What follows belongs to an exercise in optimizing a design on an open flow for small area, a short achievable clock period and few clock cycles; a production flow would make more cautious choices. Where RTL was checked, it was by simulation tests only, not by an equivalence proof against the original. Only the layout flow was run in runs 5 and 6; the RTL was not checked for function there.

===== flow/run.sh =====
#!/bin/bash
# Standard layout, with the resizer asked for more setup slack than the default
# (same clock, same constraints): its repair_timing steps then also speed up
# the port buffers and the register-to-register paths.
set -euo pipefail
export SETUP_SLACK_MARGIN=${MARGIN:-11.3}
bash standard.sh > make_finish.log 2>&1

===== standard.sh =====
#!/bin/bash
# synth_recipe.tcl (not shown) runs the flow's synth.tcl, then flattens the netlist and writes it again
# the make line also repeats each setting of config.mk as NAME=value (left out here)
make -C /OpenROAD-flow-scripts/flow DESIGN_CONFIG=/design/flow/config.mk WORK_HOME=/design/flow/orfs CLKGATE_MAP_FILE= SYNTH_SCRIPT=/design/flow/synth_recipe.tcl "${@:-finish}"

===== config.mk =====
export PLATFORM = sky130hd
export DESIGN_NAME = fft_top
export DESIGN_NICKNAME = fft_top
export VERILOG_FILES = /design/flow/design.v
export SDC_FILE = /design/flow/constraint.sdc
export NUM_CORES = 4
export LEC_CHECK = 0
export ABC_AREA = 1
export CAP_MARGIN = 20
export CORE_MARGIN = 2
export CORE_UTILIZATION = 60
export CTS_CLUSTER_DIAMETER = 90
export CTS_CLUSTER_SIZE = 25
export SLEW_MARGIN = 20

===== constraint.sdc =====
create_clock -name core_clock -period 15.0 [get_ports {clk}]
set_input_delay 3.0000 -clock core_clock [delete_from_list [all_inputs] [get_ports {clk}]]
set_output_delay 3.0000 -clock core_clock [all_outputs]
set_load 0.01 [all_outputs]

===== design.v =====
module fp4_sdf_stage #(
    parameter int S = 0
) (
    input  logic       clk,
    input  logic       rst,
    input  logic [7:0] x,         
    input  logic       x_v,       
    input  logic       x_sof,     
    input  logic       nx_sof,    
    output logic [7:0] y,         
    output logic       y_v,
    output logic       y_sof,
    output logic       ny_v,      
    output logic       ny_sof
);
    localparam int D = 1 << S;
    function automatic logic [2:0] cadd(input logic [2:0] a, input logic [2:0] b);
        case ({a, b})
            6'o00: cadd = 3'd0; 6'o01: cadd = 3'd1; 6'o02: cadd = 3'd2; 6'o03: cadd = 3'd3; 6'o04: cadd = 3'd4; 6'o05: cadd = 3'd5; 6'o06: cadd = 3'd6; 6'o07: cadd = 3'd7;
            6'o10: cadd = 3'd1; 6'o11: cadd = 3'd2; 6'o12: cadd = 3'd3; 6'o13: cadd = 3'd4; 6'o14: cadd = 3'd4; 6'o15: cadd = 3'd6; 6'o16: cadd = 3'd6; 6'o17: cadd = 3'd7;
            6'o20: cadd = 3'd2; 6'o21: cadd = 3'd3; 6'o22: cadd = 3'd4; 6'o23: cadd = 3'd4; 6'o24: cadd = 3'd5; 6'o25: cadd = 3'd6; 6'o26: cadd = 3'd6; 6'o27: cadd = 3'd7;
            6'o30: cadd = 3'd3; 6'o31: cadd = 3'd4; 6'o32: cadd = 3'd4; 6'o33: cadd = 3'd5; 6'o34: cadd = 3'd6; 6'o35: cadd = 3'd6; 6'o36: cadd = 3'd7; 6'o37: cadd = 3'd7;
            6'o40: cadd = 3'd4; 6'o41: cadd = 3'd4; 6'o42: cadd = 3'd5; 6'o43: cadd = 3'd6; 6'o44: cadd = 3'd6; 6'o45: cadd = 3'd6; 6'o46: cadd = 3'd7; 6'o47: cadd = 3'd7;
            6'o50: cadd = 3'd5; 6'o51: cadd = 3'd6; 6'o52: cadd = 3'd6; 6'o53: cadd = 3'd6; 6'o54: cadd = 3'd6; 6'o55: cadd = 3'd7; 6'o56: cadd = 3'd7; 6'o57: cadd = 3'd7;
            6'o60: cadd = 3'd6; 6'o61: cadd = 3'd6; 6'o62: cadd = 3'd6; 6'o63: cadd = 3'd7; 6'o64: cadd = 3'd7; 6'o65: cadd = 3'd7; 6'o66: cadd = 3'd7; 6'o67: cadd = 3'd7;
            6'o70: cadd = 3'd7; 6'o71: cadd = 3'd7; 6'o72: cadd = 3'd7; 6'o73: cadd = 3'd7; 6'o74: cadd = 3'd7; 6'o75: cadd = 3'd7; 6'o76: cadd = 3'd7; 6'o77: cadd = 3'd7;
            default: cadd = 3'd0;
        endcase
    endfunction
    function automatic logic [2:0] csub(input logic [2:0] a, input logic [2:0] b);
        case ({a, b})
            6'o00: csub = 3'd0; 6'o01: csub = 3'd1; 6'o02: csub = 3'd2; 6'o03: csub = 3'd3; 6'o04: csub = 3'd4; 6'o05: csub = 3'd5; 6'o06: csub = 3'd6; 6'o07: csub = 3'd7;
            6'o10: csub = 3'd1; 6'o11: csub = 3'd0; 6'o12: csub = 3'd1; 6'o13: csub = 3'd2; 6'o14: csub = 3'd3; 6'o15: csub = 3'd4; 6'o16: csub = 3'd6; 6'o17: csub = 3'd7;
            6'o20: csub = 3'd2; 6'o21: csub = 3'd1; 6'o22: csub = 3'd0; 6'o23: csub = 3'd1; 6'o24: csub = 3'd2; 6'o25: csub = 3'd4; 6'o26: csub = 3'd5; 6'o27: csub = 3'd6;
            6'o30: csub = 3'd3; 6'o31: csub = 3'd2; 6'o32: csub = 3'd1; 6'o33: csub = 3'd0; 6'o34: csub = 3'd1; 6'o35: csub = 3'd3; 6'o36: csub = 3'd4; 6'o37: csub = 3'd6;
            6'o40: csub = 3'd4; 6'o41: csub = 3'd3; 6'o42: csub = 3'd2; 6'o43: csub = 3'd1; 6'o44: csub = 3'd0; 6'o45: csub = 3'd2; 6'o46: csub = 3'd4; 6'o47: csub = 3'd6;
            6'o50: csub = 3'd5; 6'o51: csub = 3'd4; 6'o52: csub = 3'd4; 6'o53: csub = 3'd3; 6'o54: csub = 3'd2; 6'o55: csub = 3'd0; 6'o56: csub = 3'd2; 6'o57: csub = 3'd5;
            6'o60: csub = 3'd6; 6'o61: csub = 3'd6; 6'o62: csub = 3'd5; 6'o63: csub = 3'd4; 6'o64: csub = 3'd4; 6'o65: csub = 3'd2; 6'o66: csub = 3'd0; 6'o67: csub = 3'd4;
            6'o70: csub = 3'd7; 6'o71: csub = 3'd7; 6'o72: csub = 3'd6; 6'o73: csub = 3'd6; 6'o74: csub = 3'd6; 6'o75: csub = 3'd5; 6'o76: csub = 3'd4; 6'o77: csub = 3'd0;
            default: csub = 3'd0;
        endcase
    endfunction
    function automatic logic cgt(input logic [2:0] a, input logic [2:0] b);
        case ({a, b})
            6'o00: cgt = 1'b0;
            6'o01: cgt = 1'b0;
            6'o02: cgt = 1'b0;
            6'o03: cgt = 1'b0;
            6'o04: cgt = 1'b0;
            6'o05: cgt = 1'b0;
            6'o06: cgt = 1'b0;
            6'o07: cgt = 1'b0;
            6'o10: cgt = 1'b1;
            6'o11: cgt = 1'b0;
            6'o12: cgt = 1'b0;
            6'o13: cgt = 1'b0;
            6'o14: cgt = 1'b0;
            6'o15: cgt = 1'b0;
            6'o16: cgt = 1'b0;
            6'o17: cgt = 1'b0;
            6'o20: cgt = 1'b1;
            6'o21: cgt = 1'b1;
            6'o22: cgt = 1'b0;
            6'o23: cgt = 1'b0;
            6'o24: cgt = 1'b0;
            6'o25: cgt = 1'b0;
            6'o26: cgt = 1'b0;
            6'o27: cgt = 1'b0;
            6'o30: cgt = 1'b1;
            6'o31: cgt = 1'b1;
            6'o32: cgt = 1'b1;
            6'o33: cgt = 1'b0;
            6'o34: cgt = 1'b0;
            6'o35: cgt = 1'b0;
            6'o36: cgt = 1'b0;
            6'o37: cgt = 1'b0;
            6'o40: cgt = 1'b1;
            6'o41: cgt = 1'b1;
            6'o42: cgt = 1'b1;
            6'o43: cgt = 1'b1;
            6'o44: cgt = 1'b0;
            6'o45: cgt = 1'b0;
            6'o46: cgt = 1'b0;
            6'o47: cgt = 1'b0;
            6'o50: cgt = 1'b1;
            6'o51: cgt = 1'b1;
            6'o52: cgt = 1'b1;
            6'o53: cgt = 1'b1;
            6'o54: cgt = 1'b1;
            6'o55: cgt = 1'b0;
            6'o56: cgt = 1'b0;
            6'o57: cgt = 1'b0;
            6'o60: cgt = 1'b1;
            6'o61: cgt = 1'b1;
            6'o62: cgt = 1'b1;
            6'o63: cgt = 1'b1;
            6'o64: cgt = 1'b1;
            6'o65: cgt = 1'b1;
            6'o66: cgt = 1'b0;
            6'o67: cgt = 1'b0;
            6'o70: cgt = 1'b1;
            6'o71: cgt = 1'b1;
            6'o72: cgt = 1'b1;
            6'o73: cgt = 1'b1;
            6'o74: cgt = 1'b1;
            6'o75: cgt = 1'b1;
            6'o76: cgt = 1'b1;
            6'o77: cgt = 1'b0;
            default: cgt = 1'b0;
        endcase
    endfunction
    function automatic logic [7:0] fpair(input logic [3:0] p, input logic [3:0] q);
        logic [2:0] ca, cs, c1, c2;
        logic       es, gt, s1, s2;
        ca = cadd(p[2:0], q[2:0]);
        cs = csub(p[2:0], q[2:0]);
        es = p[3] ^ q[3];
        gt = cgt(q[2:0], p[2:0]);
        c1 = es ? cs : ca;
        c2 = es ? ca : cs;
        s1 = (es && gt) ? q[3] : p[3];
        s2 = (!es && gt) ? !q[3] : p[3];
        fpair = {s1 && (c1 != 3'd0), c1, s2 && (c2 != 3'd0), c2};
    endfunction
    function automatic logic [3:0] fadd1(input logic [3:0] p, input logic [3:0] q);
        logic [7:0] r;
        r = fpair(p, q);
        fadd1 = r[7:4];
    endfunction
    function automatic logic [2:0] chalf(input logic [2:0] c);
        case (c)
            3'd0, 3'd1: chalf = 3'd0;
            3'd2:       chalf = 3'd1;
            3'd3, 3'd4: chalf = 3'd2;
            3'd5:       chalf = 3'd3;
            3'd6:       chalf = 3'd4;
            default:    chalf = 3'd5;
        endcase
    endfunction
    function automatic logic [3:0] fmulw(input logic [3:0] w, input logic [3:0] b);
        logic [2:0] c;
        case (w[2:0])
            3'd0:    c = 3'd0;
            3'd1:    c = chalf(b[2:0]);
            default: c = b[2:0];
        endcase
        fmulw = {w[3] ^ b[3], c};
    endfunction
    function automatic logic [7:0] twiddle(input logic [3:0] k);
        case (k)
            4'd0, 4'd1:       twiddle = 8'h20;
            4'd2, 4'd3:       twiddle = 8'h29;
            4'd4:             twiddle = 8'h19;
            4'd5, 4'd6:       twiddle = 8'h1A;
            4'd7, 4'd8, 4'd9: twiddle = 8'h0A;
            4'd10, 4'd11:     twiddle = 8'h9A;
            4'd12:            twiddle = 8'h99;
            4'd13, 4'd14:     twiddle = 8'hA9;
            default:          twiddle = 8'hA0;
        endcase
    endfunction
    localparam int P = (S >= 2) ? 1 : 0;
    localparam int L = D + P;    
    logic [S:0] p_q, p_n;
    logic       bf_q;
    assign p_n = nx_sof ? '0 : p_q + 1'b1;
    always_ff @(posedge clk) begin
        p_q  <= p_n;
        bf_q <= p_n[S];
    end
    logic [7:0] t;
    generate
        if (S == 0) begin : g_w1
            assign t = x;
        end else if (S == 1) begin : g_wj
            assign t = (bf_q && p_q[0]) ? {x[3:0], !x[7], x[6:4]} : x;
        end else begin : g_wn
            logic [S-1:0] k_q;
            always_ff @(posedge clk) k_q <= p_n[S] ? p_n[S-1:0] : '0;
            if (S == 2) begin : g_w4
                logic [7:0] sd;
                assign sd = fpair({x[3], chalf(x[2:0])}, {x[7], chalf(x[6:4])});   
                always_comb begin
                    case (k_q)
                        2'd0:    t = x;
                        2'd1:    t = {sd[7:4], sd[3:0]};
                        2'd2:    t = {x[3:0], !x[7], x[6:4]};
                        default: t = {sd[3:0], !sd[7], sd[6:4]};
                    endcase
                end
            end else begin : g_wg
                logic [7:0] w;
                logic [3:0] pr, pi, qr, qi;
                assign w  = twiddle(4'(k_q) << (4 - S));
                assign pr = fmulw(w[7:4], x[7:4]);
                assign pi = fmulw(w[3:0], x[3:0]);
                assign qr = fmulw(w[7:4], x[3:0]);
                assign qi = fmulw(w[3:0], x[7:4]);
                assign t  = {fadd1(pr, {!pi[3], pi[2:0]}), fadd1(qr, qi)};
            end
        end
    endgenerate
    logic [7:0] b;
    logic       bf;
    generate
        if (P == 1) begin : g_p
            logic [7:0] t_q;
            logic       bf2_q;
            always_ff @(posedge clk) begin
                t_q   <= t;
                bf2_q <= bf_q;
            end
            assign b  = t_q;
            assign bf = bf2_q;
        end else begin : g_np
            assign b  = t;
            assign bf = bf_q;
        end
    endgenerate
    logic [7:0] dl [0:D-1];
    logic [L-1:0] tv, ts;
    logic [7:0] head, pr_re, pr_im, out_n, dl_in;
    assign head  = dl[D-1];
    assign pr_re = fpair(head[7:4], b[7:4]);
    assign pr_im = fpair(head[3:0], b[3:0]);
    assign out_n = bf ? {pr_re[7:4], pr_im[7:4]} : head;
    assign dl_in = bf ? {pr_re[3:0], pr_im[3:0]} : b;
    always_ff @(posedge clk) begin
        dl[0] <= dl_in;
        for (int i = 1; i < D; i++) dl[i] <= dl[i-1];
        y <= out_n;
        ts[0] <= x_sof;
        for (int i = 1; i < L; i++) ts[i] <= ts[i-1];
        y_sof <= ts[L-1];
    end
    always_ff @(posedge clk or negedge rst) begin
        if (!rst) begin
            tv  <= '0;
            y_v <= 1'b0;
        end else begin
            tv[0] <= x_v;
            for (int i = 1; i < L; i++) tv[i] <= tv[i-1];
            y_v <= tv[L-1];
        end
    end
    assign ny_v   = tv[L-1];
    assign ny_sof = ts[L-1];
endmodule
module fft_top (
    input  logic       clk,
    input  logic       rst,
    input  logic [2:0] log2n,
    input  logic [7:0] data_in,
    input  logic       data_in_valid,
    output logic       fft_ready,
    output logic       done,
    output logic       error,
    output logic [7:0] data_out,
    output logic       data_out_valid
);
    function automatic logic [4:0] perm(input logic [14:0] sel, input logic [4:0] i);
        for (int k = 0; k < 5; k++) perm[k] = i[sel[3*k +: 3]];
    endfunction
    function automatic logic [14:0] rev_after(input logic [14:0] sel, input logic [2:0] l);
        logic [2:0] j;
        for (int k = 0; k < 5; k++) begin
            j = sel[3*k +: 3];
            rev_after[3*k +: 3] = (j < l) ? 3'(l - 3'd1 - j) : j;
        end
    endfunction
    localparam logic [14:0] SEL_ID = {3'd4, 3'd3, 3'd2, 3'd1, 3'd0};
    function automatic logic [2:0] perm3(input logic [5:0] sel, input logic [2:0] i);
        for (int k = 0; k < 3; k++) perm3[k] = i[sel[2*k +: 2]];
    endfunction
    function automatic logic [5:0] rev_after3(input logic [5:0] sel, input logic [1:0] l);
        logic [1:0] j;
        for (int k = 0; k < 3; k++) begin
            j = sel[2*k +: 2];
            rev_after3[2*k +: 2] = (j < l) ? 2'(l - 2'd1 - j) : j;
        end
    endfunction
    localparam logic [5:0] SEL3_ID = {2'd2, 2'd1, 2'd0};
    logic       rdy;          
    logic       rdy_n;
    logic       ld;           
    logic       lb;           
    logic       pnd_m, pnd_s; 
    logic       s_old;        
    logic [4:0] cnt;          
    logic [2:0] fl;           
    logic       at_last;      
    logic       log2n_ok, first_acc, take_more, last_take;
    logic       rfree, rsoon, start_m, start_s, side_av, to_side;
    logic       ractive, rb;
    logic [4:0] rcnt, rnm1;
    assign log2n_ok  = (log2n != 3'd0) && (log2n <= 3'd5);
    assign first_acc = data_in_valid && rdy && log2n_ok;
    assign take_more = data_in_valid && ld;
    assign at_last   = (cnt == 5'((6'd1 << fl) - 6'd2));
    assign last_take = take_more && at_last;
    assign rfree   = !ractive || (rcnt == rnm1);
    assign rsoon   = rfree || (rcnt == rnm1 - 5'd1);
    assign start_m = rfree && pnd_m && !(pnd_s && s_old);
    assign start_s = rfree && pnd_s && !(pnd_m && !s_old);
    assign side_av = !pnd_s && !(ld && lb);
    assign to_side = !log2n[2] && side_av;
    logic w_av, l_av, pm_keep, ps_keep;
    assign w_av    = !pnd_m || start_m;                           
    assign l_av    = at_last && (lb ? w_av : (rsoon && !pnd_s));   
    assign pm_keep = pnd_m && !start_m;
    assign ps_keep = pnd_s && !start_s;
    assign rdy_n   = data_in_valid ? (rdy ? !log2n_ok : (ld ? l_av : w_av))
                                   : (rdy || (!ld && w_av));
    always_ff @(posedge clk) fft_ready <= rdy_n;
    logic       in_v, in_first;
    logic [7:0] in_d;
    logic [2:0] in_l;
    always_ff @(posedge clk or negedge rst) begin
        if (!rst) begin
            rdy       <= 1'b1;
            ld        <= 1'b0;
            lb        <= 1'b0;
            pnd_m     <= 1'b0;
            pnd_s     <= 1'b0;
            s_old     <= 1'b0;
            error     <= 1'b0;
            in_v      <= 1'b0;
            in_first  <= 1'b0;
        end else begin
            rdy      <= rdy_n;
            ld       <= data_in_valid ? (rdy ? log2n_ok : (ld && !at_last)) : ld;
            lb       <= (data_in_valid && rdy) ? (log2n_ok ? to_side : lb) : lb;
            pnd_m    <= (data_in_valid && ld && at_last && !lb) || pm_keep;
            pnd_s    <= (data_in_valid && ld && at_last && lb) || ps_keep;
            s_old    <= (data_in_valid && ld && at_last) ? (!lb && ps_keep) : s_old;
            error    <= data_in_valid && rdy && !log2n_ok;
            in_v     <= data_in_valid && (rdy ? log2n_ok : ld);
            in_first <= data_in_valid && rdy && log2n_ok;
        end
    end
    always_ff @(posedge clk) begin
        if (rdy) begin
            fl  <= log2n;    
            cnt <= 5'd0;
        end else if (data_in_valid) begin
            cnt <= cnt + 5'd1;
        end
        in_d <= data_in;
        in_l <= log2n;
    end
    logic [7:0]  mem [0:31];
    logic [7:0]  smem [0:7];
    logic [14:0] wsel, rsel;
    logic [5:0]  wsel_s, rsel_s;
    logic [2:0]  wl;
    logic [1:0]  wl_s;
    logic [4:0]  wcnt, waddr, raddr;
    logic [2:0]  waddr_s, raddr_s;
    assign waddr   = in_first ? 5'd0 : perm(wsel, wcnt);
    assign waddr_s = in_first ? 3'd0 : perm3(wsel_s, wcnt[2:0]);
    always_ff @(posedge clk) begin
        if (in_v && !lb) mem[waddr] <= in_d;
        if (in_v && lb)  smem[waddr_s] <= in_d;
        if (in_v)        wcnt <= in_first ? 5'd1 : wcnt + 5'd1;
    end
    always_ff @(posedge clk or negedge rst) begin
        if (!rst) begin
            wsel   <= SEL_ID;
            wl     <= 3'd0;
            wsel_s <= SEL3_ID;
            wl_s   <= 2'd0;
        end else if (in_v && in_first) begin
            if (lb) begin
                wsel_s <= rev_after3(wsel_s, wl_s);
                wl_s   <= in_l[1:0];
            end else begin
                wsel <= rev_after(wsel, wl);
                wl   <= in_l;
            end
        end
    end
    always_ff @(posedge clk or negedge rst) begin
        if (!rst) ractive <= 1'b0;
        else if (start_m || start_s) ractive <= 1'b1;
        else if (ractive && rcnt == rnm1) ractive <= 1'b0;
    end
    always_ff @(posedge clk) begin
        if (start_m) begin
            rb   <= 1'b0;
            rcnt <= 5'd0;
            rsel <= rev_after(wsel, wl);
            rnm1 <= 5'((6'd1 << wl) - 6'd1);
        end else if (start_s) begin
            rb     <= 1'b1;
            rcnt   <= 5'd0;
            rsel_s <= rev_after3(wsel_s, wl_s);
            rnm1   <= 5'((4'd1 << wl_s) - 4'd1);
        end else if (ractive) begin
            rcnt <= rcnt + 5'd1;
        end
    end
    assign raddr   = perm(rsel, rcnt);
    assign raddr_s = perm3(rsel_s, rcnt[2:0]);
    logic       r_nx_sof, s0_v, s0_sof;
    logic [7:0] s0_x;
    assign r_nx_sof = !ractive || (rcnt == 5'd0);    
    always_ff @(posedge clk) begin
        s0_x   <= rb ? smem[raddr_s] : mem[raddr];
        s0_sof <= r_nx_sof;
    end
    always_ff @(posedge clk or negedge rst) begin
        if (!rst) s0_v <= 1'b0;
        else      s0_v <= ractive;
    end
    logic [7:0] x1, x2, x3, x4, x5;
    logic       v1, v2, v3, v4, v5, f1, f2, f3, f4, f5;
    logic       nv1, nv2, nv3, nv4, nv5, nf1, nf2, nf3, nf4, nf5;
    fp4_sdf_stage #(.S(0)) u_s0 (.clk(clk), .rst(rst), .x(s0_x), .x_v(s0_v), .x_sof(s0_sof), .nx_sof(r_nx_sof),
                                 .y(x1), .y_v(v1), .y_sof(f1), .ny_v(nv1), .ny_sof(nf1));
    fp4_sdf_stage #(.S(1)) u_s1 (.clk(clk), .rst(rst), .x(x1), .x_v(v1), .x_sof(f1), .nx_sof(nf1),
                                 .y(x2), .y_v(v2), .y_sof(f2), .ny_v(nv2), .ny_sof(nf2));
    fp4_sdf_stage #(.S(2)) u_s2 (.clk(clk), .rst(rst), .x(x2), .x_v(v2), .x_sof(f2), .nx_sof(nf2),
                                 .y(x3), .y_v(v3), .y_sof(f3), .ny_v(nv3), .ny_sof(nf3));
    fp4_sdf_stage #(.S(3)) u_s3 (.clk(clk), .rst(rst), .x(x3), .x_v(v3), .x_sof(f3), .nx_sof(nf3),
                                 .y(x4), .y_v(v4), .y_sof(f4), .ny_v(nv4), .ny_sof(nf4));
    fp4_sdf_stage #(.S(4)) u_s4 (.clk(clk), .rst(rst), .x(x4), .x_v(v4), .x_sof(f4), .nx_sof(nf4),
                                 .y(x5), .y_v(v5), .y_sof(f5), .ny_v(nv5), .ny_sof(nf5));
    assign data_out       = x5;
    assign data_out_valid = v5;
    always_ff @(posedge clk or negedge rst) begin
        if (!rst) done <= 1'b0;
        else      done <= start_m || start_s;    
    end
endmodule

==> results of run 1 <==
==> metal layers <==
metal	part of all wire (%)	vias to the layer above	track usage, %
met5	0	-	0
met4	2.5	0	6.86
met3	6.8	145	3.08
met2	47	1112	43.7
met1	44	14800	36.9
li1	-	15900	-
==> cells in the mapped netlist, types with 13 or more instances <==
library cell  instances
a211oi_1             16
a21oi_1             162
a31oi_1              13
buf_2                50
buf_4                13
buf_6                13
clkbuf_1             99
dfrtp_1              69
dfxtp_1             452
edfxtp_1            354
ha_1                182
inv_1               479
inv_2                20
nand2_1            1091
nand2_2              17
nand3_1             458
nand3b_1             52
nand4_1              19
nor2_1              327
nor3_1               18
o2111ai_1            15
o211ai_1             81
o21ai_0             484
o21ai_1              28
o21bai_1             16
o221ai_1             21
o22ai_1              28
o311ai_0             14
o31ai_1              13
or2_2                13
xnor2_1              20
xor2_1               29
==> worst min-delay path by stage <==
stage,depth (start not counted),to
after CTS,0,u_s1.dl[1][0]
after global placement,0,u_s3.dl[6][0]
after detailed placement,0,u_s2.dl[2][0]
after global routing,0,u_s4.dl[3][4]
final,0,u_s4.dl[3][4]
after floorplan,0,u_s0.ts
==> through the flow <==
step / hold slack, ns / instance area (um2) / std cells / utilization, %
CTS: 0.311 / 43500 / 5589 / 63.7
finish: 0.320 / 44400 / 5648 / 65.0
detailed placement: 0.312 / 41800 / 5508 / 61.3
global placement: 0.310 / 41800 / 5507 / 61.3
floorplan: 0.310 / 41200 / 4750 / -
global route: 0.325 / 44400 / 5648 / 65.0
==> sequential cells by signal, summed over array words and instances (netlist names), 16 cells and up, named ones only <==
signal	flops
u_s1.dl	16
u_s2.dl	32
mem	256
u_s3.dl	64
u_s4.tv	17
u_s4.dl	128
smem	64
==> cells by family (layout without fill, tap and decap cells) <==
group | count (synthesis) | in the layout | synth area share (%)
XOR/XNOR | 49 | 49 | 1.04
buffers and inverters | 687 | 698 | 6.82
flip-flops | 883 | 883 | 52.5
AND/OR/NAND/NOR | 2013 | 2018 | 20.8
adder cells (fa/ha/maj) | 187 | 187 | 5.78
AO/OA/AOI/OAI | 930 | 930 | 13.0
multiplexers | 1 | 1 | 0.0274
==> layout make-up <==
cell class	instances	area share, %
tap	882	2.49
sequential	883	48.8
clock buffer	62	2.66
multi-input combinational	3185	38.7
timing repair buffer	118	2.58
inverter	508	4.44
clock inverter	10	0.347
==> repair_timing <==
item,CTS,global route
endpoints found under the setup margin,70,70
gates resized for setup,112,105
pin swaps,3,17
buffers inserted,4,54
cloned,5,4
==> run notes, run 1 <==
* Maximum fanout along the worst path at 1
* Slowest cell on crit path: dfrtp_1
* Post-synth EDFFs at 354
* Worst slew margin at 28.9%
* Peak Freq at 242 MHz
* Max-Cap Viols at 0
* Initial DRT Pass Iterations at 6
* WL final at 95.3 mm
* Synth top area cells: edfxtp_1 (26%), dfxtp_1 (22%), nand2_1 (10%), o21ai_0 (5.9%), nand3_1 (5.6%)
* Setup TNS at 0 ns
* R2R cell count at 22
* Area leader, netlist: edfxtp_1
* Worst Tran Pin Value at 1.06 ns
* Primary FF master, synth: dfxtp_1
* Seq/Total Area, Yosys at 52.5%
* Final Skew at 0.0408 ns
* Most frequent cells in the layout: nand2_1 (1071), o21ai_0 (472), inv_1 (455)
* Setup WS post-layout at 10.87 ns
* Synthesized flop and latch total at 883
* Die W at 266 um
* Syn. warnings at 11
* Final critical-path share of the clock period at 27.5%
* R2R setup slack at 11.49 ns
* Worst path buffer plus inverter count at 1
* Final hold violation count at 0
* Syn Nets at 4951
* Fill cell instance count of the final layout at 5693
* DRT iter0 DRCs at 3182
* WL per Instance at 16.9 um
* Max-slew violation count at 0
* GPL Wtd Cong at 0.910
* Multi-input logic area at 17200 um2
* Levels on crit path at 1
* Drt via density at 5.67
* Cell Chain, Critical Path: buf_2
* Die Span Y at 266 um
* CP Class: flop to primary output
* Post-synth top area share at 25.8%
* Worst Setup EP: data_out_valid
* Layout cell share with drive strength beyond 1 at 7.01%
* Worst-Skew Late Latency at 0.63 ns
* CTS tree: built
* RSZ-0062 raised after global routing: yes
* Outcome: finished clean
* Reg clk slew, reported paths at 0.10 ns
* # DRC at 0
* GRT Overall Usage at 26.4%
* Final setup vio count at 0
* Pre-CTS setup slack at 9.87 ns
* Initial Util at 60.3%
* Overflow after GRT at 0
* HPWL after DPL at 61.0 mm
* Max stage delay on crit path at 0.38 ns
* IO Port Bufs at 25
* Pin count of the biggest net entering global routing at 78
* Initial antenna violation count at 1
* Diodes inserted at 0
* # rows at 96
* CP Capture Type: primary output
* Die area at 70700 um2
* Final ANT Viol Nets at 0
* CP startpoint kind: flop
* Fraction of registers with async set/reset at 8.72%
* Reg area at 21600 um2
* Root buf cell: clkbuf_16
* Synth Instances at 4750
* Reg-to-Reg Start: u_s1.y[4]
* Hold Crit Class: flop to flop
* Worst Path Arrival at 1.13 ns
* Syn Area/Cell at 8.66 um2
* Most common cell after layout, fill and taps aside: nand2_1
* CTS Hold Bufs at 0
* Unique masters post-synth at 63
* Number of nets in the layout at 4940
* CP top delay family: flip-flops
* Hold Startpoint: u_s4.dl[2][4]
* Crit path time final at 4.13 ns
* Boundary Pins at 26
* Clock tree sinks at 883
* Critical Path Source: u_s4.y_v
* Routed via count at 32000
* First-pass GRT wire length at 152 mm
* TritonCTS buffer count at 43
* Synthesized cell area at 41200 um2
* Core ar. at 68200 um2
* Htree depth at 2
* Critical Path RT at 12.00 ns
* Area growth from synthesis to layout at 7.80%
* Vias in the first global route at 29000
* Clock Path Buffers at 3
Testbench counts, summed over its fixed seeds: cycles 4,837.
==> run 2, diff against run 1 <==
--- a/config.mk
+++ b/config.mk
@@ -8,7 +8,7 @@
 export ABC_AREA = 1
 export CAP_MARGIN = 20
 export CORE_MARGIN = 2
-export CORE_UTILIZATION = 60
+export CORE_UTILIZATION = 40
 export CTS_CLUSTER_DIAMETER = 90
 export CTS_CLUSTER_SIZE = 25
 export SLEW_MARGIN = 20
==> run 2 against run 1 <==
Net effect: first-iteration DRC count down 11%; still clean; utilization down 20 points; non-clock buffer count grew 25; highest routed layer unchanged; largest cell class unchanged; die area grew 49%; sequential share of layout area is 1.2 points lower; global-route usage shrank 8.5 points; sequential cell count stayed put; setup slack worse by 0.044 ns; hold slack lost 0.0017 ns; clock skew decreased by 0.0030 ns.
==> run notes, run 2 <==
* Final Skew at 0.0378 ns (-0.00300 ns)
* GRT Overall Usage at 17.9% (-8.5 points)
* Most common cell after layout, fill and taps aside: nand2_1
* Cell Chain, Critical Path: buf_6
* Crit path time final at 4.17 ns (+0.0441 ns)
* Peak Freq at 240 MHz (-1.1%)
* Vias in the first global route at 29400 (+1.3%)
* Initial Util at 40.4% (-20 points)
* Primary FF master, synth: dfxtp_1
* RSZ-0062 raised after global routing: yes
* Synth Instances at 4750 (unchanged)
* Layout cell share with drive strength beyond 1 at 8.15% (+1.1 points)
* First-pass GRT wire length at 156 mm (+3.1%)
* Top flop regs: mem x256, u_s4.dl x128
* Critical Path RT at 12.00 ns (about the same)
* Worst path buffer plus inverter count at 1 (unchanged)
* Syn Area/Cell at 8.66 um2 (unchanged)
* Max-slew violation count at 0 (unchanged)
* Routed via count at 32300 (+0.99%)
* Final hold violation count at 0 (unchanged)
* Final ANT Viol Nets at 0 (unchanged)
* Reg-to-Reg Start: u_s3.genblk1.g_wn.g_wg.w[1]
* Max-Cap Viols at 0 (unchanged)
* Critical Path Source: done
* CTS tree: built
* # rows at 117 (+22%)
* Post-synth EDFFs at 354 (unchanged)
* CP startpoint kind: flop
* CP top delay family: flip-flops
* Initial antenna violation count at 1 (unchanged)
* Worst-Skew Late Latency at 0.66 ns (+0.03 ns)
* Synthesized flop and latch total at 883 (unchanged)
* Syn Nets at 4951 (unchanged)
* Top reg by flops: mem
* Reg clk slew, reported paths at 0.10 ns (about the same)
* Unique masters post-synth at 63 (unchanged)
* Fraction of registers with async set/reset at 8.72% (unchanged)
* Overflow after GRT at 0 (unchanged)
* Synth top area cells: edfxtp_1 (26%), dfxtp_1 (22%), nand2_1 (10%), o21ai_0 (5.9%), nand3_1 (5.6%)
* Area growth from synthesis to layout at 10.5%
* Core ar. at 102000 um2 (+49%)
* Drt via density at 5.24 (-7.5%)
* CP Class: flop to primary output
* Worst Tran Pin Value at 1.06 ns (-0.00183 ns)
* CTS Hold Bufs at 0 (unchanged)
* Setup TNS at 0 ns (unchanged)
* Worst Path Arrival at 1.17 ns (+0.04 ns)
* Initial DRT Pass Iterations at 6 (unchanged)
* Die Span Y at 325 um (+22%)
* Final critical-path share of the clock period at 27.8% (+0.29 points)
* Most frequent cells in the layout: nand2_1 (1071), o21ai_0 (474), nand3_1 (451)
* # DRC at 0 (unchanged)
* Synthesized cell area at 41200 um2 (unchanged)
* CP Capture Type: primary output
* Setup WS post-layout at 10.83 ns (-0.0441 ns)
* Seq/Total Area, Yosys at 52.5% (unchanged)
* Hold Startpoint: u_s1.dl[0][0]
* DRT iter0 DRCs at 2832 (-11%)
* TritonCTS buffer count at 46 (+7.0%)
* HPWL after DPL at 62.4 mm (+2.2%)
* Worst slew margin at 29.0% (+0.12 points)
* Area leader, netlist: edfxtp_1
* WL final at 99.3 mm (+4.2%)
* Die area at 105000 um2 (+49%)
* Maximum fanout along the worst path at 1 (unchanged)
* Number of nets in the layout at 4967 (+0.55%)
* Root buf cell: clkbuf_16
* Clock tree sinks at 883 (unchanged)
* Htree depth at 2 (unchanged)
* Pin count of the biggest net entering global routing at 78 (unchanged)
* Outcome: finished clean
* Boundary Pins at 26 (unchanged)
* Most common cell in the netlist: nand2_1
* Pre-CTS setup slack at 9.89 ns (+0.0201 ns)
* Most common library cells after synthesis: nand2_1 (1091), o21ai_0 (484), inv_1 (479)
* Post-synth top area share at 25.8% (unchanged)
* Final setup vio count at 0 (unchanged)
* Die W at 325 um (+22%)
* Hold Crit Class: flop to flop
* Slowest cell on crit path: dfrtp_1
* Max stage delay on crit path at 0.39 ns (about the same)
* WL per Instance at 16.1 um (-4.6%)
* GPL Wtd Cong at 0.863 (-5.2%)
* IO Port Bufs at 25 (unchanged)
* Clock Path Buffers at 3 (unchanged)
* Max reg flops at 256 (unchanged)
* Syn. warnings at 11 (unchanged)
## run 2: path summary, 6_finish.rpt
path,end,slack [ns],depth (start not counted)
setup / recovery,done,10.83,1
hold / removal,u_s1.dl[1][0],0.32,0
setup reg to reg,flop,11.50,18
hold reg to reg,u_s1.dl[1][0],0.32,0
max in group asynchronous,wsel[10],12.15,2
min in group asynchronous,lb,2.22,1
## run 2: through the flow
| step | utilization (%) | instances | hold WS [ns] | area, um2 |
|---|---|---|---|---|
| final | 44.6 | 6165 | 0.318 | 45500 |
| after global routing | 44.6 | 6165 | 0.329 | 45500 |
| after CTS | 43.4 | 6080 | 0.324 | 44200 |
| after detailed placement | 41.6 | 5993 | 0.312 | 42400 |
| after global placement | 41.6 | 5993 | 0.310 | 42400 |
| after floorplan | - | 4750 | 0.310 | 41200 |
## run 2: cell families (layout without fill, tap and decap cells)
logic type,Yosys count,after routing,share of synthesized area [%]
fa+ha+maj,187,187,5.78
xor+xnor,49,49,1.04
buf+inv,687,729,6.82
flops,883,883,52.5
mux,1,1,0.0274
other cells,0,1,0
simple gates,2013,2017,20.8
compound gates,930,930,13.0
## run 2: repair_timing
item	4_1_cts	5_1_grt
setup endpoints to repair	76	71
buffers inserted	4	77
gates cloned	5	6
resized for setup	113	138
pin swaps	2	23
## run 2: layout make-up
class | count | area (um2)
clock inverter | 15 | 210
timing repair buffer | 143 | 1380
multi-input combinational | 3184 | 17200
tap | 1368 | 1710
inverter | 508 | 1980
antenna | 1 | 2.50
sequential | 883 | 21600
fill | 9834 | 56400
clock buffer | 63 | 1310
## run 2: routing by layer
metal	part of all wire, %	wire, um	GRT usage, %	vias up
met5	0	0	0	-
met4	2.1	2090	4.72	0
met3	5.6	5550	1.87	108
met2	45	45100	28.6	937
met1	47	46500	25.7	15300
li1	-	-	-	16000
==> run 3, diff against run 2 <==
--- a/design.v
+++ b/design.v
@@ -159,7 +159,7 @@
             default:          twiddle = 8'hA0;
         endcase
     endfunction
-    localparam int P = (S >= 2) ? 1 : 0;
+    localparam int P = (S >= 3) ? 1 : 0;
     localparam int L = D + P;    
     logic [S:0] p_q, p_n;
     logic       bf_q;
@@ -228,23 +228,37 @@
     always_ff @(posedge clk) begin
         dl[0] <= dl_in;
         for (int i = 1; i < D; i++) dl[i] <= dl[i-1];
-        y <= out_n;
         ts[0] <= x_sof;
         for (int i = 1; i < L; i++) ts[i] <= ts[i-1];
-        y_sof <= ts[L-1];
     end
     always_ff @(posedge clk or negedge rst) begin
         if (!rst) begin
-            tv  <= '0;
-            y_v <= 1'b0;
+            tv <= '0;
         end else begin
             tv[0] <= x_v;
             for (int i = 1; i < L; i++) tv[i] <= tv[i-1];
-            y_v <= tv[L-1];
         end
     end
-    assign ny_v   = tv[L-1];
-    assign ny_sof = ts[L-1];
+    generate
+        if (S == 0) begin : g_comb_out
+            assign y      = out_n;
+            assign y_v    = tv[L-1];
+            assign y_sof  = ts[L-1];
+            assign ny_v   = x_v;
+            assign ny_sof = x_sof;
+        end else begin : g_reg_out
+            always_ff @(posedge clk) begin
+                y     <= out_n;
+                y_sof <= ts[L-1];
+            end
+            always_ff @(posedge clk or negedge rst) begin
+                if (!rst) y_v <= 1'b0;
+                else      y_v <= tv[L-1];
+            end
+            assign ny_v   = tv[L-1];
+            assign ny_sof = ts[L-1];
+        end
+    endgenerate
 endmodule
 module fft_top (
     input  logic       clk,
--- a/config.mk
+++ b/config.mk
@@ -8,7 +8,7 @@
 export ABC_AREA = 1
 export CAP_MARGIN = 20
 export CORE_MARGIN = 2
-export CORE_UTILIZATION = 40
+export CORE_UTILIZATION = 75
 export CTS_CLUSTER_DIAMETER = 90
 export CTS_CLUSTER_SIZE = 25
 export SLEW_MARGIN = 20
==> run 3 against run 2 <==
Net effect: largest cell class unchanged; utilization rose by 38 points; die area decreased by 47%; register-to-register slack got worse by 0.21 ns; highest routed layer unchanged; global-route usage up 16 points; setup slack better by 0.054 ns.
==> run notes, run 3 <==
* Hold Startpoint: u_s3.ts[6]
* Max-slew violation count at 0 (unchanged)
* Area growth from synthesis to layout at 7.72%
* WL final at 102 mm (+2.6%)
* Die Span Y at 236 um (-27%)
* # DRC at 0 (unchanged)
* Syn. warnings at 11 (unchanged)
* R2R setup slack at 11.29 ns (-0.21 ns)
* Final ANT Viol Nets at 0 (unchanged)
* Root buf cell: clkbuf_16
* Maximum fanout along the worst path at 1 (unchanged)
* Reg-to-Reg Start: rcnt[0]
* WL per Instance at 18.9 um (+17%)
* Top reg by flops: mem
* Area leader, netlist: edfxtp_1
* Post-synth top area share at 26.4% (+0.54 points)
* Overflow after GRT at 0 (unchanged)
* Htree depth at 2 (unchanged)
* GRT Overall Usage at 33.8% (+16 points)
* HPWL after DPL at 61.7 mm (-1.0%)
* Clock Path Buffers at 3 (unchanged)
* Final setup vio count at 0 (unchanged)
* CP startpoint kind: flop
* Seq/Total Area, Yosys at 51.9% (-0.67 points)
* Unique masters post-synth at 68 (+7.9%)
* Pin count of the biggest net entering global routing at 76 (-2.6%)
* Synth Instances at 4681 (-1.5%)
* Primary FF master, synth: dfxtp_1
* Worst path buffer plus inverter count at 1 (unchanged)
* # rows at 84 (-28%)
* Die area at 55600 um2 (-47%)
* Clock tree sinks at 848 (-4.0%)
* Max reg flops at 256 (unchanged)
* Syn Nets at 4864 (-1.8%)
* Drt via density at 6.23 (+19%)
* R2R cell count at 24 (+6)
* Top flop regs: mem x256, u_s4.dl x128
* Most common cell in the netlist: nand2_1
* Routed via count at 33600 (+4.0%)
* Hold Crit Class: flop to flop
* Cell Chain, Critical Path: buf_2
* Worst Tran Pin Value at 1.11 ns (+0.0468 ns)
* Boundary Pins at 26 (unchanged)
* Core ar. at 52900 um2 (-48%)
* Slowest cell on crit path: dfrtp_1
* Layout cell share with drive strength beyond 1 at 9.01% (+0.86 points)
* Crit path time final at 4.12 ns (-0.0536 ns)
* CP top delay family: flip-flops
* IO Port Bufs at 25 (unchanged)
* Peak Freq at 243 MHz (+1.3%)
* Worst Path Arrival at 1.12 ns (-0.05 ns)
* Initial DRT Pass Iterations at 7 (+1)
* Setup TNS at 0 ns (unchanged)
* Syn Area/Cell at 8.61 um2 (-0.59%)
* Outcome: finished clean
* Synthesized flop and latch total at 848 (-4.0%)
* TritonCTS buffer count at 42 (-8.7%)
* Critical Path Source: done
* Most common cell after layout, fill and taps aside: nand2_1
* Number of nets in the layout at 4862 (-2.1%)
* Max stage delay on crit path at 0.37 ns (-0.02 ns)
* Critical Path RT at 12.00 ns (about the same)
* Vias in the first global route at 29900 (+1.7%)
* Post-Place Cells at 5238 (-13%)
* Max-Cap Viols at 0 (unchanged)
* Reg clk slew, reported paths at 0.10 ns (about the same)
* CTS Hold Bufs at 0 (unchanged)
* Worst slew margin at 25.9% (-3.1 points)
* Hold Crit Depth at 0 (unchanged)
* Final hold violation count at 0 (unchanged)
* Most common library cells after synthesis: nand2_1 (1155), nand3_1 (458), inv_1 (425)
* CP Capture Type: primary output
* Final critical-path share of the clock period at 27.4% (-0.36 points)
* Initial Util at 76.3% (+36 points)
* Synth top area cells: edfxtp_1 (26%), dfxtp_1 (21%), nand2_1 (11%), nand3_1 (5.7%), ha_1 (5.1%)
* Diodes inserted at 0 (-1)
* Die W at 236 um (-27%)
* Worst-Skew Late Latency at 0.61 ns (-0.05 ns)
* First-pass GRT wire length at 154 mm (-1.9%)
* CTS tree: built
* Fraction of registers with async set/reset at 8.84% (+0.12 points)
* Fin cells at 5394 (-13%)
* Most frequent cells in the layout: nand2_1 (1118), nand3_1 (449), dfxtp_1 (400)
* DRT iter0 DRCs at 4195 (+48%)
* RSZ-0062 raised after global routing: yes
* Initial antenna violation count at 0 (-1)
* Final Skew at 0.0261 ns (-0.0118 ns)
* Post-synth EDFFs at 354 (unchanged)
* Hold-critical path endpoint: u_s3.ts[7]
* Synthesized cell area at 40300 um2 (-2.0%)
* CP Class: flop to primary output
* GPL Wtd Cong at 0.943 (+9.3%)
-- run 3: through the flow --
stage          utilization (%)  hold slack, ns  setup slack (ns)  cell area [um2]
4_1_cts                   79.7           0.327             10.87            42200
6_report                  82.1           0.326             10.88            43400
3_3_place_gp              76.8           0.310             10.53            40600
5_1_grt                   82.1           0.334             10.85            43400
2_1_floorplan                -           0.310             11.31            40300
3_5_place_dp              76.8           0.312             10.39            40600
-- run 3: worst max-delay path by stage --
stage / slack [ns] / to / depth (start not counted)
finish: 10.88 / done / 1
global placement: 10.53 / flop / 24
global route: 10.85 / data_out_valid / 1
floorplan: 11.31 / lb / 7
CTS: 10.87 / done / 1
detailed placement: 10.39 / flop / 24
-- run 3: timing repair --
item | in CTS | in global routing
gates cloned | 3 | 8
resized for setup | 102 | 173
setup endpoints to repair | 81 | 84
pin swaps | 4 | 29
setup buffers | 4 | 70
-- run 3: routing by layer --
layer	vias up	track usage, %	wire [um]
met5	-	0	0
met4	0	10.6	3780
met3	337	3.98	10300
met2	2132	55.5	47800
met1	15400	47.5	39900
li1	15800	-	-
-- run 3: kinds of logic after synthesis --
| group | Yosys count | share of synthesized area, % |
|---|---|---|
| and+or+nand+nor | 2069 | 21.7 |
| AOI/OAI and AO/OA | 898 | 13.1 |
| DFF | 848 | 51.9 |
| buffers and inverters | 647 | 6.85 |
| adders and majority gates | 169 | 5.34 |
| xor gates and xnor gates | 48 | 1.08 |
| muxes | 2 | 0.0621 |
-- run 3: layout make-up --
class                           instances  area, um2
Timing Repair Buffer                  124       1110
Tap cell                              688        861
Timing Repair inverter                  2       16.3
Clock buffer                           61       1190
Clock inverter                         10        158
Multi-Input combinational cell       3190      17300
Inverter                              471       1880
Sequential cell                       848      20900
Fill cell                            3235       9440
Testbench counts of run 3, summed over its fixed seeds: cycles 4,821.
==> run 4, diff against run 3 <==
--- a/config.mk
+++ b/config.mk
@@ -8,7 +8,7 @@
 export ABC_AREA = 1
 export CAP_MARGIN = 20
 export CORE_MARGIN = 2
-export CORE_UTILIZATION = 75
+export CORE_UTILIZATION = 60
 export CTS_CLUSTER_DIAMETER = 90
 export CTS_CLUSTER_SIZE = 25
 export SLEW_MARGIN = 20
==> run 4 against run 3 <==
Net effect: synthesized area unchanged; setup slack better by 0.0044 ns; hold slack worse by 0.0081 ns; largest cell class unchanged; sequential share of layout area down 0.22 points; clock-buffer cell count down 1; critical endpoint is now error; still clean; global-route usage down 7.1 points; first-iteration DRC count down 23%; register-to-register slack better by 0.18 ns; utilization down 17 points; highest routed layer unchanged; clock skew up 0.023 ns.
==> run notes, run 4 <==
* Synth Instances at 4681 (unchanged)
* Outcome: finished clean
* CP Capture Type: primary output
* Post-Synth XOR/XNOR Area at 1.08% (unchanged)
* Post-synth EDFFs at 354 (unchanged)
* Final critical-path share of the clock period at 27.4% (-0.029 points)
* Top flop regs: mem x256, u_s4.dl x128
* Synth top area cells: edfxtp_1 (26%), dfxtp_1 (21%), nand2_1 (11%), nand3_1 (5.7%), ha_1 (5.1%)
* Worst-Skew Late Latency at 0.63 ns (+0.02 ns)
* Main combinational cell family by area after synthesis: simple AND/OR/NAND/NOR gates
* Syn Area/Cell at 8.61 um2 (unchanged)
* Crit path time final at 4.11 ns (-0.00440 ns)
* Slowest cell on crit path: dfrtp_1
* Routed via count at 32000 (-4.9%)
* RSZ-0062 raised after global routing: yes
* Peak Freq at 243 MHz (+0.11%)
* CP top delay family: flip-flops
* Post-synthesis mux area share at 0.0621% (unchanged)
* Final hold violation count at 0 (unchanged)
* # DRC at 0 (unchanged)
* Met2 usage at 43.7% (-12 points)
* Final Skew at 0.0489 ns (+0.0228 ns)
* Cell Chain, Critical Path: buf_2
* Initial antenna violation count at 0 (unchanged)
* Maximum fanout along the worst path at 1 (unchanged)
* Reg-to-Reg Start: u_s1.y[6]
* Synthesized flop and latch total at 848 (unchanged)
* GRT Overall Usage at 26.7% (-7.1 points)
* IO Port Bufs at 25 (unchanged)
* Die W at 263 um (+12%)
* Diodes inserted at 0 (unchanged)
* TritonCTS buffer count at 43 (+2.4%)
* DRT iter0 DRCs at 3247 (-23%)
* HPWL after DPL at 61.8 mm (about the same)
* Vias in the first global route at 28700 (-4.0%)
* WL final at 96.3 mm (-5.4%)
* WL per Instance at 17.2 um (-8.6%)
* Top reg by flops: mem
* Post-Place Cells at 5427 (+3.6%)
* Max stage delay on crit path at 0.37 ns (about the same)
* Worst slew margin at 26.2% (+0.29 points)
* Reg clk slew, reported paths at 0.10 ns (about the same)
* Die area at 69300 um2 (+25%)
* # rows at 95 (+13%)
* Post-synthesis adder-cell area fraction at 5.34% (unchanged)
* Reg area at 20900 um2 (about the same)
* Fin cells at 5585 (+3.5%)
* Fraction of registers with async set/reset at 8.84% (unchanged)
* Met1 Track Usage GR at 38.1% (-9.3 points)
* Primary FF master, synth: dfxtp_1
* CP Class: flop to primary output
* CTS tree: built
* Seq/Total Area, Yosys at 51.9% (unchanged)
* Max-Cap Viols at 0 (unchanged)
* GPL Wtd Cong at 0.916 (-2.8%)
* CP startpoint kind: flop
* Clock Path Buffers at 3 (unchanged)
* Boundary Pins at 26 (unchanged)
* Syn. warnings at 11 (unchanged)
* Synth Area in Simple Gates at 21.7% (unchanged)
* Met3 Use GR at 2.82% (-1.2 points)
* Area leader, netlist: edfxtp_1
* Worst path buffer plus inverter count at 1 (unchanged)
* Unique masters post-synth at 68 (unchanged)
* Fill cell instance count of the final layout at 5511 (+70%)
* Hold Startpoint: u_s4.dl[9][1]
* Drt via density at 5.72 (-8.2%)
* Die Span Y at 263 um (+12%)
* Setup TNS at 0 ns (unchanged)
* Multi-input logic area at 17200 um2 (-0.34%)
* Final ANT Viol Nets at 0 (unchanged)
* Overflow after GRT at 0 (unchanged)
* Htree depth at 2 (unchanged)
* Max-slew violation count at 0 (unchanged)
* Worst Path Arrival at 1.11 ns (about the same)
* Area growth from synthesis to layout at 8.23%
* Number of nets in the layout at 4864 (+0.041%)
* Clock tree sinks at 848 (unchanged)
* First-pass GRT wire length at 152 mm (-1.2%)
* Initial Util at 60.4% (-16 points)
* Synth Area in Compound Gates at 13.1% (unchanged)
* Critical Path RT at 12.00 ns (about the same)
* Most frequent cells in the layout: nand2_1 (1120), nand3_1 (445), dfxtp_1 (399)
* Most common library cells after synthesis: nand2_1 (1155), nand3_1 (458), inv_1 (425)
* Pin count of the biggest net entering global routing at 76 (unchanged)
* Root buf cell: clkbuf_16
* Most common cell in the netlist: nand2_1
* Most used routing layer: met2
* Post-synth top area share at 26.4% (unchanged)
* Hold Crit Class: flop to flop
* Core ar. at 66800 um2 (+26%)
* Most common cell after layout, fill and taps aside: nand2_1
* Layout cell share with drive strength beyond 1 at 9.08% (+0.073 points)
* Initial DRT Pass Iterations at 6 (-1)
* Final setup vio count at 0 (unchanged)
* Synthesized cell area at 40300 um2 (unchanged)
* Critical Path Source: error
* Syn Nets at 4864 (unchanged)
* Worst Tran Pin Value at 1.10 ns (-0.00432 ns)
* Max reg flops at 256 (unchanged)
run 4: cell counts after synthesis:
Identical to the previous run, type by type.
run 4: repair_timing:
action / CTS / global route
hold endpoints to repair: 0 / 0
pin swaps: 3 / 34
hold buffers: 0 / 0
endpoints found under the setup margin: 83 / 77
setup buffers: 11 / 61
cloned: 5 / 5
resized for setup: 116 / 148
run 4: final cells by class:
class                           count  share of cell area [%]
Multi-Input combinational cell   3189                    39.4
Tap cell                          873                    2.50
Timing Repair inverter              1                  0.0258
Sequential cell                   848                    48.0
Inverter                          471                    4.30
Clock buffer                       60                    2.71
Timing Repair Buffer              127                    2.68
Clock inverter                     16                   0.350
run 4: worst paths after layout:
| check | to | slack (ns) | depth (start not counted) |
|---|---|---|---|
| max | error | 10.89 | 1 |
| min | u_s4.dl[10][1] | 0.32 | 0 |
| max reg2reg | u_s2.y[3] | 11.47 | 26 |
| min reg2reg | u_s4.dl[10][1] | 0.32 | 0 |
| max in group asynchronous | u_s4.tv[5] | 11.84 | 1 |
| min in group asynchronous | wl[0] | 2.54 | 1 |
run 4: per-stage QoR:
stage / worst slack (ns) / util (%) / hold slack (ns) / cell area [um2]
after CTS: 10.85 / 63.7 / 0.328 / 42500
final: 10.89 / 65.3 / 0.318 / 43600
after global placement: 10.57 / 61.2 / 0.310 / 40900
after detailed placement: 10.49 / 61.2 / 0.312 / 40900
after global routing: 10.84 / 65.3 / 0.335 / 43600
after floorplan: 11.31 / - / 0.310 / 40300
run 4: kinds of logic (layout without fill, tap and decap cells):
group,count (synthesis),after routing
AND/OR/NAND/NOR,2069,2072
AO/OA/AOI/OAI,898,898
flip-flops,848,848
buffers and inverters,647,675
adder cells (fa/ha/maj),169,169
XOR/XNOR,48,48
multiplexers,2,2
run 4: metal layers:
layer	vias to the layer above	wire, um
li1	15800	-
met1	14800	42500
met2	1223	45100
met3	138	6420
met4	0	2260
met5	-	0
==> run 5, diff against run 4 <==
--- a/design.v
+++ b/design.v
@@ -368,14 +368,13 @@
     logic [5:0]  wsel_s, rsel_s;
     logic [2:0]  wl;
     logic [1:0]  wl_s;
-    logic [4:0]  wcnt, waddr, raddr;
+    logic [4:0]  waddr, raddr;
     logic [2:0]  waddr_s, raddr_s;
-    assign waddr   = in_first ? 5'd0 : perm(wsel, wcnt);
-    assign waddr_s = in_first ? 3'd0 : perm3(wsel_s, wcnt[2:0]);
+    assign waddr   = perm(wsel, cnt);
+    assign waddr_s = perm3(wsel_s, cnt[2:0]);
     always_ff @(posedge clk) begin
         if (in_v && !lb) mem[waddr] <= in_d;
         if (in_v && lb)  smem[waddr_s] <= in_d;
-        if (in_v)        wcnt <= in_first ? 5'd1 : wcnt + 5'd1;
     end
     always_ff @(posedge clk or negedge rst) begin
         if (!rst) begin
==> run 5 against run 4 <==
Net effect: still clean on timing, DRC and antenna; cell count is 0.59% lower; synthesized cell count about the same; die area fell by 0.93%; via count is 0.79% lower; non-clock buffer count down 12; hold slack improved by 0.0068 ns; routed wire length down 2.2%; sequential cell count fell by 5; register-to-register slack got worse by 0.10 ns; critical endpoint unchanged; largest cell class unchanged; highest routed layer unchanged.
==> run notes, run 5 <==
* DRT iter0 DRCs at 3111 (-4.2%)
* Maximum fanout along the worst path at 1 (unchanged)
* Max reg flops at 256 (unchanged)
* Setup TNS at 0 ns (unchanged)
* Fin cells at 5552 (-0.59%)
* Area growth from synthesis to layout at 8.37%
* Synthesized cell area at 39900 um2 (-0.95%)
* Overflow after GRT at 0 (unchanged)
* Htree depth at 2 (unchanged)
* Post-synthesis adder-cell area fraction at 5.39% (+0.051 points)
* Unique masters post-synth at 66 (-2.9%)
* Layout cell share with drive strength beyond 1 at 8.92% (-0.17 points)
* Synthesized flop and latch total at 843 (-0.59%)
* Post-Place Cells at 5410 (-0.31%)
* Worst slew margin at 26.4% (+0.17 points)
* Final critical-path share of the clock period at 27.4% (about the same)
* HPWL after DPL at 60.9 mm (-1.3%)
* Drt via density at 5.71 (-0.20%)
* Main combinational cell family by area after synthesis: simple AND/OR/NAND/NOR gates
* Diodes inserted at 0 (unchanged)
* Initial DRT Pass Iterations at 6 (unchanged)
* Final Skew at 0.0396 ns (-0.00936 ns)
* Final ANT Viol Nets at 0 (unchanged)
* Most frequent cells in the layout: nand2_1 (1101), inv_1 (420), nand3_1 (396), dfxtp_1 (396), o21ai_0 (386)
* WL per Instance at 17.0 um (-1.7%)
* Synth Area in Compound Gates at 13.5% (+0.35 points)
* Syn Area/Cell at 8.54 um2 (-0.88%)
* Most common cell after layout, fill and taps aside: nand2_1
* TritonCTS buffer count at 41 (-4.7%)
* Routed via count at 31700 (-0.79%)
* Die W at 262 um (-0.47%)
* GRT Overall Usage at 26.6% (-0.16 points)
* Critical Path RT at 12.00 ns (about the same)
* CP top delay family: flip-flops
* Worst path buffer plus inverter count at 1 (unchanged)
* Synth Instances at 4678 (-0.064%)
* Primary FF master, synth: dfxtp_1
* Worst-Skew Late Latency at 0.62 ns (about the same)
* Boundary Pins at 26 (unchanged)
* Syn. warnings at 11 (unchanged)
* CP startpoint kind: flop
* Peak Freq at 243 MHz (about the same)
* First-pass GRT wire length at 147 mm (-3.3%)
* Post-synthesis mux area share at 0.0783% (+0.016 points)
* Most common library cells after synthesis: nand2_1 (1150), inv_1 (448), nand3_1 (425)
* Syn Nets at 4861 (-0.062%)
* Post-Synth XOR/XNOR Area at 1.02% (-0.055 points)
* Clock tree sinks at 843 (-0.59%)
* Max stage delay on crit path at 0.36 ns (about the same)
* Setup WS post-layout at 10.89 ns (+0.000200 ns)
* # rows at 94 (-1.1%)
* RSZ-0062 raised after global routing: yes
* # DRC at 0 (unchanged)
* Outcome: finished clean
* Worst Tran Pin Value at 1.09 ns (-0.00998 ns)
* Layout Utilization at 65.7% (+0.39 points)
* Top flop regs: mem x256, u_s4.dl x128
* Vias in the first global route at 27700 (-3.2%)
* Pre-CTS setup slack at 10.46 ns (-0.0237 ns)
* CP Capture Type: primary output
* CP Class: flop to primary output
* Post-synth top area share at 26.2% (-0.12 points)
* Die Span Y at 262 um (-0.47%)
* CTS tree: built
* Most common cell in the netlist: nand2_1
* Top reg by flops: mem
* Clock Path Buffers at 3 (unchanged)
* Crit path time final at 4.11 ns (-0.000200 ns)
* Core ar. at 65900 um2 (-1.4%)
* Max-Cap Viols at 0 (unchanged)
* Initial Util at 60.6% (+0.28 points)
* Number of nets in the layout at 4845 (-0.39%)
* Reg clk slew, reported paths at 0.10 ns (about the same)
* Cell Chain, Critical Path: buf_2
* Hold Crit Class: flop to flop
* Area leader, netlist: edfxtp_1
* Synth Area in Simple Gates at 21.1% (-0.58 points)
* Max-slew violation count at 0 (unchanged)
* Seq/Total Area, Yosys at 52.0% (+0.12 points)
* Fraction of registers with async set/reset at 8.90% (+0.052 points)
* Pin count of the biggest net entering global routing at 76 (unchanged)
* Root buf cell: clkbuf_16
* Worst Path Arrival at 1.11 ns (about the same)
* Final hold violation count at 0 (unchanged)
* Die area at 68600 um2 (-0.93%)
* Final setup vio count at 0 (unchanged)
* Synth top area cells: edfxtp_1 (26%), dfxtp_1 (21%), nand2_1 (11%), nand3_1 (5.3%), ha_1 (5.1%)
* Initial antenna violation count at 0 (unchanged)
* WL final at 94.2 mm (-2.2%)
* GPL Wtd Cong at 0.924 (+0.80%)
* Slowest cell on crit path: dfrtp_1
* Post-synth EDFFs at 349 (-1.4%)
* IO Port Bufs at 25 (unchanged)
[run 5: cell count changes in the layout (fill, tap and decap cells not counted), sizes merged, moves of 6 or more]
cell / change
nand3: -41
nor2: +22
inv: +20
o211ai: +15
buf: -11
nand2: -11
nand3b: -6
[run 5: through the flow]
step                instance area, um2  hold WS (ns)
detailed placement               40500         0.312
finish                           43300         0.325
floorplan                        39900         0.310
global placement                 40500         0.310
CTS                              42100         0.327
global route                     43300         0.331
[run 5: per-layer routing]
| layer | wire (um) | GRT usage [%] |
|---|---|---|
| met1 | 43600 | 39.6 |
| met2 | 42300 | 41.8 |
| met3 | 6340 | 2.95 |
| met4 | 1960 | 6.29 |
| met5 | 0 | 0 |
[run 5: repair_timing]
| item | CTS | global route |
|---|---|---|
| buffers inserted | 15 | 49 |
| hold endpoints to repair | 0 | 0 |
| cloned | 4 | 5 |
| gates resized for setup | 124 | 205 |
| pin swaps | 6 | 47 |
| endpoints found under the setup margin | 65 | 83 |
| hold buffers | 0 | 0 |
[run 5: final cells by class]
| cell class | count | area (um2) |
|---|---|---|
| Sequential cell | 843 | 20800 |
| Multi-Input combinational cell | 3169 | 17200 |
| Timing Repair inverter | 1 | 5.00 |
| Inverter | 491 | 1940 |
| Fill cell | 5468 | 22600 |
| Timing Repair Buffer | 115 | 1080 |
| Clock buffer | 61 | 1140 |
| Tap cell | 864 | 1080 |
| Clock inverter | 8 | 81.3 |
[run 5: path summary, 6_finish.rpt]
check / cells past startpoint / start / end / slack (ns)
max: 1 / error / error / 10.89
min: 0 / u_s4.dl[4][2] / u_s4.dl[5][2] / 0.32
max reg2reg: 27 / u_s1.y[4] / u_s2.y[3] / 11.37
min reg2reg: 0 / u_s4.dl[4][2] / u_s4.dl[5][2] / 0.32
max in group asynchronous: 1 / rst / wsel_s[1] / 11.84
min in group asynchronous: 1 / rst / wsel_s[0] / 2.55
[run 5: logic make-up after synthesis]
| kind of cell | Yosys count |
|---|---|
| xor+xnor | 45 |
| compound gates | 915 |
| flops | 843 |
| buf+inv | 670 |
| mux | 3 |
| simple gates | 2033 |
| fa+ha+maj | 169 |
==> run 6, diff against run 5 <==
==> flow/run.sh (replaced) <==
#!/bin/bash
# Standard layout, with the resizer asked for more setup slack than the default
# (same clock, same constraints): its repair_timing steps then also speed up
# the port buffers and the register-to-register paths.
set -euo pipefail
export SETUP_SLACK_MARGIN=${MARGIN:-11.6}
bash standard.sh > make_finish.log 2>&1
==> run 6 against run 5 <==
Net effect: still clean; synthesized cell count is the same; clock-buffer cell count grew 1; first-iteration DRC count increased by 15%; critical path depth unchanged; setup slack got worse by 0.0069 ns.
==> run notes, run 6 <==
* Fin cells at 5684 (+2.4%)
* Initial antenna violation count at 0 (unchanged)
* Syn Area/Cell at 8.54 um2 (unchanged)
* Most common library cells after synthesis: nand2_1 (1150), inv_1 (448), nand3_1 (425)
* Initial Util at 60.6% (unchanged)
* Diodes inserted at 0 (unchanged)
* Most frequent cells in the layout: nand2_1 (1070), inv_1 (397), dfxtp_1 (394)
* Die area at 68600 um2 (unchanged)
* WL final at 101 mm (+7.1%)
* Slowest cell on crit path: dfrtp_1
* CP top delay family: flip-flops
* TritonCTS buffer count at 42 (+2.4%)
* Die W at 262 um (unchanged)
* Overflow after GRT at 0 (unchanged)
* # rows at 94 (unchanged)
* Seq/Total Area, Yosys at 52.0% (unchanged)
* Most common cell in the netlist: nand2_1
* GPL Wtd Cong at 0.908 (-1.7%)
* CP Class: flop to primary output
* Worst path buffer plus inverter count at 1 (unchanged)
* Reg clk slew, reported paths at 0.10 ns (about the same)
* Post-synth top area share at 26.2% (unchanged)
* CP Capture Type: primary output
* Final critical-path share of the clock period at 27.5% (+0.046 points)
* Fraction of registers with async set/reset at 8.90% (unchanged)
* Post-synth EDFFs at 349 (unchanged)
* Crit path time final at 4.12 ns (+0.00690 ns)
* Layout cell share with drive strength beyond 1 at 14.9% (+6.0 points)
* Synth Instances at 4678 (unchanged)
* Number of nets in the layout at 4975 (+2.7%)
* Worst-Skew Late Latency at 0.62 ns (about the same)
* Unique masters post-synth at 66 (unchanged)
* Outcome: finished clean
* Hold Crit Class: flop to flop
* CTS Hold Bufs at 0 (unchanged)
* Final Skew at 0.0460 ns (+0.00647 ns)
* Worst slew margin at 37.3% (+11 points)
* Top reg by flops: mem
* Boundary Pins at 26 (unchanged)
* Htree depth at 2 (unchanged)
* Worst Path Arrival at 1.12 ns (about the same)
* Syn. warnings at 11 (unchanged)
* Root buf cell: clkbuf_16
* Primary FF master, synth: dfxtp_1
* RSZ-0062 raised after global routing: yes
* CTS tree: built
[run 6: metrics by stage]
stage	setup WS (ns)	utilization, %	area, um2
finish	10.88	69.4	45700
floorplan	11.23	-	40000
detailed placement	10.45	61.6	40600
CTS	10.85	65.2	42900
global placement	10.54	61.6	40600
global route	10.84	69.4	45700
[run 6: logic make-up after synthesis]
logic type	synth area share [%]
flops	52.0
xor+xnor	1.02
simple gates	21.1
buf+inv	6.95
mux	0.0783
compound gates	13.5
fa+ha+maj	5.39
[run 6: final timing paths]
check	cells after the start	endpoint	slack (ns)	from
worst min register to register	0	u_s1.dl[1][5]	0.32	u_s1.dl[0][5]
min in group asynchronous	1	wsel[6]	2.22	rst
worst min-delay path	0	u_s1.dl[1][5]	0.32	u_s1.dl[0][5]
max in group asynchronous	2	u_s4.tv[7]	11.94	rst
worst max register to register	28	u_s2.y[7]	11.55	u_s1.y[6]
worst max-delay path	1	error	10.88	error
[run 6: repair_timing]
| item | in CTS | in global routing |
|---|---|---|
| setup buffers | 41 | 138 |
| setup endpoints to repair | 103 | 132 |
| gates resized for setup | 238 | 386 |
| cloned | 12 | 11 |
| pin swaps | 33 | 141 |
[run 6: layout make-up]
type	instances	area [um2]
inverters	491	2000
clock buffers	62	1150
well taps	864	1080
flip-flops and latches	843	20800
multi-input cells	3176	18200
repair buffers	236	2340
clock inverters	10	115
fillers	5103	20100
repair inverters	2	12.5
[run 6: layer usage]
metal / global-route usage (%) / part of all wire [%] / up-vias / wire length (um)
met3: 3.26 / 7.7 / 169 / 7750
li1: - / - / 16000 / -
met2: 44.0 / 46 / 1352 / 46300
met1: 40.4 / 44 / 15300 / 44700
met4: 5.49 / 2.1 / 0 / 2090
met5: 0 / 0 / - / 0

-- port drivers added, routing unchanged --
In the flow no input, the clock included, has a driving cell. The finished layouts below were timed again as built, in two steps. Step 1 (the two cells are an assumption about what drives the block):
set clk [get_ports {clk}]
set_driving_cell -lib_cell sky130_fd_sc_hd__clkbuf_16 $clk
set_driving_cell -lib_cell sky130_fd_sc_hd__buf_2 [delete_from_list [all_inputs] $clk]
Step 2, shift: input delay + t, output delay - t, t = (earliest + latest rising clock arrival at the registers) / 2. This alone moves slack from input paths to output paths. Slacks: no drivers / after step 1 / after step 2; pairs: no drivers / after step 1.
run | shift t [ns] | setup slack, ns | worst setup path after step 2 | latest minus earliest clock arrival (ns)
run 1 | 0.677 | 10.874 / 10.805 / 10.756 | input to register | 0.048 / 0.049
run 2 | 0.712 | 10.830 / 10.758 / 10.745 | input to register | 0.047 / 0.048
run 3 | 0.664 | 10.883 / 10.820 / 10.851 | input to register | 0.032 / 0.032
run 4 | 0.678 | 10.888 / 10.820 / 10.858 | input to register | 0.049 / 0.049
run 5 | 0.665 | 10.888 / 10.821 / 10.815 | input to register | 0.047 / 0.047
run 6 | 0.666 | 10.881 / 10.814 / 11.022 | input to register | 0.051 / 0.051
After both steps setup and hold are still met in every run listed. The setup slack of run 1, which loses most, moves by -0.069 ns with the drivers and by -0.118 ns with both steps.
